Context: an optimization exercise on an open-source flow, tuned for small area and a short achievable clock period. The choices shown serve that exercise and are no tape-out recipe. Where RTL was checked, it was by simulation tests only, not by an equivalence proof against the original.

==> module sobel_3x3, before the edit <==
module sobel_3x3 #(
  parameter int IMG_WIDTH  = 128,
  parameter int IMG_HEIGHT = 128,
  parameter int DATA_W     = DATA_W_DEF
) (
  input  logic              clk,
  input  logic              rst_n,
  input  logic              valid_in,
  input  logic [DATA_W-1:0] pixel_in,
  output logic              valid_out,
  output logic [DATA_W-1:0] pixel_out,
  output logic              eof_out
);
  localparam int CW    = $clog2(IMG_WIDTH);
  localparam int RW    = $clog2(IMG_HEIGHT);
  localparam int NST   = 5;                   
  localparam int HW    = DATA_W - 1;          
  logic              acc;
  logic [CW-1:0]     col_q;
  logic [RW-1:0]     row_q;
  logic              last_col, last_row, win_ok;
  logic [IMG_WIDTH-1:0][DATA_W-1:0]   lb1;
  logic [IMG_WIDTH+1:0][DATA_W-1:0]   lb2;
  logic [2:0][DATA_W-1:0] w_t, w_m, w_b;
  logic [NST:1]      v_q, eof_q;
  logic [DATA_W:0]   u1_q, v1_q, w1_q, x1_q;          
  logic [DATA_W+1:0] ya2_q, yb2_q;                    
  logic [DATA_W:0]   u2_q;
  logic [DATA_W+2:0] a3_q, b3_q;                      
  logic              sat4_q;                           
  logic [HW-1:0]     ma4_q, mb4_q;
  logic [DATA_W-1:0] pix_q;                            
  logic              sat_a, sat_b;
  logic [HW-1:0]     ma, mb, mx;
  sobel_line_buffer #(.DEPTH(IMG_WIDTH), .DATA_W(DATA_W)) u_lb1 (
    .clk  (clk),
    .en   (valid_in),
    .din  (pixel_in),
    .taps (lb1)
  );
  sobel_line_buffer #(.DEPTH(IMG_WIDTH + 2), .DATA_W(DATA_W)) u_lb2 (
    .clk  (clk),
    .en   (valid_in),
    .din  (lb1[IMG_WIDTH-1]),
    .taps (lb2)
  );
  assign w_b = {pixel_in, lb1[0], lb1[1]};
  assign w_m = {lb1[IMG_WIDTH-1], lb2[0], lb2[1]};
  assign w_t = {lb2[IMG_WIDTH-1], lb2[IMG_WIDTH], lb2[IMG_WIDTH+1]};
  assign last_col = (col_q == CW'(IMG_WIDTH - 1));
  assign last_row = (row_q == RW'(IMG_HEIGHT - 1));
  assign acc      = rst_n && valid_in;
  assign win_ok   = acc && (row_q >= RW'(2)) && (col_q >= CW'(2));
  assign sat_a = ~((a3_q[DATA_W+2:HW] == '0) ||
                   ((a3_q[DATA_W+2:HW] == '1) && (a3_q[HW-1:0] != '0)));
  assign sat_b = ~((b3_q[DATA_W+2:HW] == '0) ||
                   ((b3_q[DATA_W+2:HW] == '1) && (b3_q[HW-1:0] != '0)));
  assign ma = a3_q[DATA_W+2] ? HW'(-a3_q[HW-1:0]) : a3_q[HW-1:0];
  assign mb = b3_q[DATA_W+2] ? HW'(-b3_q[HW-1:0]) : b3_q[HW-1:0];
  assign mx = (ma4_q > mb4_q) ? ma4_q : mb4_q;
  always_ff @(posedge clk) begin
    u1_q   <= {1'b0, w_m[2]} - {1'b0, w_m[0]};
    v1_q   <= {1'b0, w_b[2]} - {1'b0, w_t[0]};
    w1_q   <= {1'b0, w_b[1]} - {1'b0, w_t[1]};
    x1_q   <= {1'b0, w_t[2]} - {1'b0, w_b[0]};
    ya2_q  <= {v1_q[DATA_W], v1_q} + {w1_q[DATA_W], w1_q};
    yb2_q  <= {x1_q[DATA_W], x1_q} - {w1_q[DATA_W], w1_q};
    u2_q   <= u1_q;
    a3_q   <= {ya2_q[DATA_W+1], ya2_q} + {{2{u2_q[DATA_W]}}, u2_q};
    b3_q   <= {yb2_q[DATA_W+1], yb2_q} + {{2{u2_q[DATA_W]}}, u2_q};
    sat4_q <= sat_a | sat_b;
    ma4_q  <= ma;
    mb4_q  <= mb;
    pix_q  <= sat4_q ? {DATA_W{1'b1}} : {mx, 1'b0};
  end
  always_ff @(posedge clk) begin
    if (!rst_n) begin
      col_q <= '0;
      row_q <= '0;
      v_q   <= '0;
      eof_q <= '0;
    end else begin
      if (valid_in) begin
        if (last_col) begin
          col_q <= '0;
          row_q <= last_row ? '0 : row_q + RW'(1);
        end else begin
          col_q <= col_q + CW'(1);
        end
      end
      v_q   <= {v_q[NST-1:1], win_ok};
      eof_q <= {eof_q[NST-1:1], win_ok && last_row && last_col};
    end
  end
  assign valid_out = v_q[NST];
  assign pixel_out = pix_q;
  assign eof_out   = eof_q[NST];
endmodule
Settings: LEC_CHECK=0, ABC_CLOCK_PERIOD_IN_PS=1500, CAP_MARGIN=20, CORE_MARGIN=2, CORE_UTILIZATION=70, CTS_BUF_LIST=sky130_fd_sc_hd__clkbuf_16, CTS_CLUSTER_DIAMETER=100, CTS_CLUSTER_SIZE=25, SETUP_SLACK_MARGIN=3.0, SLEW_MARGIN=20; clock period 5.0 ns.
run.sh (not shown) runs the stock make flow with config.mk's settings and CLKGATE_MAP_FILE= SYNTH_SCRIPT=/design/flow/synth_recipe.tcl, a recipe that flattens the netlist after the stock synthesis.
Change:
--- a/flow/design.v
+++ b/flow/design.v
@@ -35,78 +35,81 @@
   output logic              eof_out
 );
   localparam int CW    = $clog2(IMG_WIDTH);
   localparam int RW    = $clog2(IMG_HEIGHT);
   localparam int NST   = 5;                   
   localparam int HW    = DATA_W - 1;          
-  logic              acc;
+  logic              v0_q;
+  logic [DATA_W-1:0] p0_q;
   logic [CW-1:0]     col_q;
   logic [RW-1:0]     row_q;
   logic              last_col, last_row, win_ok;
   logic [IMG_WIDTH-1:0][DATA_W-1:0]   lb1;
   logic [IMG_WIDTH+1:0][DATA_W-1:0]   lb2;
   logic [2:0][DATA_W-1:0] w_t, w_m, w_b;
   logic [NST:1]      v_q, eof_q;
-  logic [DATA_W:0]   u1_q, v1_q, w1_q, x1_q;          
-  logic [DATA_W+1:0] ya2_q, yb2_q;                    
-  logic [DATA_W:0]   u2_q;
-  logic [DATA_W+2:0] a3_q, b3_q;                      
+  logic signed [DATA_W:0]   u1_q, v1_q, w1_q, x1_q;    
+  logic signed [DATA_W+1:0] ya2_q, yb2_q;              
+  logic signed [DATA_W:0]   u2_q;
+  logic signed [DATA_W+2:0] a3_q, b3_q;                
   logic              sat4_q;                           
   logic [HW-1:0]     ma4_q, mb4_q;
   logic [DATA_W-1:0] pix_q;                            
   logic              sat_a, sat_b;
   logic [HW-1:0]     ma, mb, mx;
   sobel_line_buffer #(.DEPTH(IMG_WIDTH), .DATA_W(DATA_W)) u_lb1 (
     .clk  (clk),
-    .en   (valid_in),
-    .din  (pixel_in),
+    .en   (v0_q),
+    .din  (p0_q),
     .taps (lb1)
   );
   sobel_line_buffer #(.DEPTH(IMG_WIDTH + 2), .DATA_W(DATA_W)) u_lb2 (
     .clk  (clk),
-    .en   (valid_in),
+    .en   (v0_q),
     .din  (lb1[IMG_WIDTH-1]),
     .taps (lb2)
   );
-  assign w_b = {pixel_in, lb1[0], lb1[1]};
+  assign w_b = {p0_q, lb1[0], lb1[1]};
   assign w_m = {lb1[IMG_WIDTH-1], lb2[0], lb2[1]};
   assign w_t = {lb2[IMG_WIDTH-1], lb2[IMG_WIDTH], lb2[IMG_WIDTH+1]};
   assign last_col = (col_q == CW'(IMG_WIDTH - 1));
   assign last_row = (row_q == RW'(IMG_HEIGHT - 1));
-  assign acc      = rst_n && valid_in;
-  assign win_ok   = acc && (row_q >= RW'(2)) && (col_q >= CW'(2));
+  assign win_ok   = v0_q && (row_q >= RW'(2)) && (col_q >= CW'(2));
   assign sat_a = ~((a3_q[DATA_W+2:HW] == '0) ||
                    ((a3_q[DATA_W+2:HW] == '1) && (a3_q[HW-1:0] != '0)));
   assign sat_b = ~((b3_q[DATA_W+2:HW] == '0) ||
                    ((b3_q[DATA_W+2:HW] == '1) && (b3_q[HW-1:0] != '0)));
   assign ma = a3_q[DATA_W+2] ? HW'(-a3_q[HW-1:0]) : a3_q[HW-1:0];
   assign mb = b3_q[DATA_W+2] ? HW'(-b3_q[HW-1:0]) : b3_q[HW-1:0];
   assign mx = (ma4_q > mb4_q) ? ma4_q : mb4_q;
   always_ff @(posedge clk) begin
-    u1_q   <= {1'b0, w_m[2]} - {1'b0, w_m[0]};
-    v1_q   <= {1'b0, w_b[2]} - {1'b0, w_t[0]};
-    w1_q   <= {1'b0, w_b[1]} - {1'b0, w_t[1]};
-    x1_q   <= {1'b0, w_t[2]} - {1'b0, w_b[0]};
-    ya2_q  <= {v1_q[DATA_W], v1_q} + {w1_q[DATA_W], w1_q};
-    yb2_q  <= {x1_q[DATA_W], x1_q} - {w1_q[DATA_W], w1_q};
+    p0_q   <= pixel_in;
+    u1_q   <= $signed({1'b0, w_m[2]}) - $signed({1'b0, w_m[0]});
+    v1_q   <= $signed({1'b0, w_b[2]}) - $signed({1'b0, w_t[0]});
+    w1_q   <= $signed({1'b0, w_b[1]}) - $signed({1'b0, w_t[1]});
+    x1_q   <= $signed({1'b0, w_t[2]}) - $signed({1'b0, w_b[0]});
+    ya2_q  <= (DATA_W+2)'(v1_q) + (DATA_W+2)'(w1_q);
+    yb2_q  <= (DATA_W+2)'(x1_q) - (DATA_W+2)'(w1_q);
     u2_q   <= u1_q;
-    a3_q   <= {ya2_q[DATA_W+1], ya2_q} + {{2{u2_q[DATA_W]}}, u2_q};
-    b3_q   <= {yb2_q[DATA_W+1], yb2_q} + {{2{u2_q[DATA_W]}}, u2_q};
+    a3_q   <= (DATA_W+3)'(ya2_q) + (DATA_W+3)'(u2_q);
+    b3_q   <= (DATA_W+3)'(yb2_q) + (DATA_W+3)'(u2_q);
     sat4_q <= sat_a | sat_b;
     ma4_q  <= ma;
     mb4_q  <= mb;
     pix_q  <= sat4_q ? {DATA_W{1'b1}} : {mx, 1'b0};
   end
   always_ff @(posedge clk) begin
     if (!rst_n) begin
+      v0_q  <= 1'b0;
       col_q <= '0;
       row_q <= '0;
       v_q   <= '0;
       eof_q <= '0;
     end else begin
-      if (valid_in) begin
+      v0_q <= valid_in;
+      if (v0_q) begin
         if (last_col) begin
           col_q <= '0;
           row_q <= last_row ? '0 : row_q + RW'(1);
         end else begin
           col_q <= col_q + CW'(1);
         end
- cell count is higher slightly
- clock skew grows by 24 ps
- worst setup slack gets worse by 62 ps
- via count rises slightly
- routed wire length stays flat
- core utilization fell by 0.51 points
Only the layout flow was run in the second run of this note; the RTL was not checked for function there.

==> afterwards: timing with drivers on the ports <==
No port has a modelled driver above. Below, the same layouts with a new extraction and two added sets of constraints. Step 1 (the two cells are an assumption about what drives the block):
set clk [get_ports {clk}]
set_driving_cell -lib_cell sky130_fd_sc_hd__clkbuf_16 $clk
set_driving_cell -lib_cell sky130_fd_sc_hd__buf_2 [delete_from_list [all_inputs] $clk]
Step 2 also shifts input and output timing later by t, the mid clock arrival at the registers, as if the neighbouring blocks saw the same clock. Slacks: ideal / step 1 / step 2; pairs: ideal / step 1.
run	t (ns)	setup WS [ns]	worst setup path after step 2	clock arrival spread, ns	worst register clock-pin slew, ns
the first run	0.736	2.873 / 2.806 / 2.176	input to register	0.023 / 0.023	0.10 / 0.10
the second run	0.752	2.811 / 2.745 / 2.694	input to register	0.040 / 0.040	0.10 / 0.10
After both steps every run listed still meets setup and hold. For the first run, which loses most, drivers alone change the setup slack by -0.067 ns; drivers and shift together by -0.697 ns.
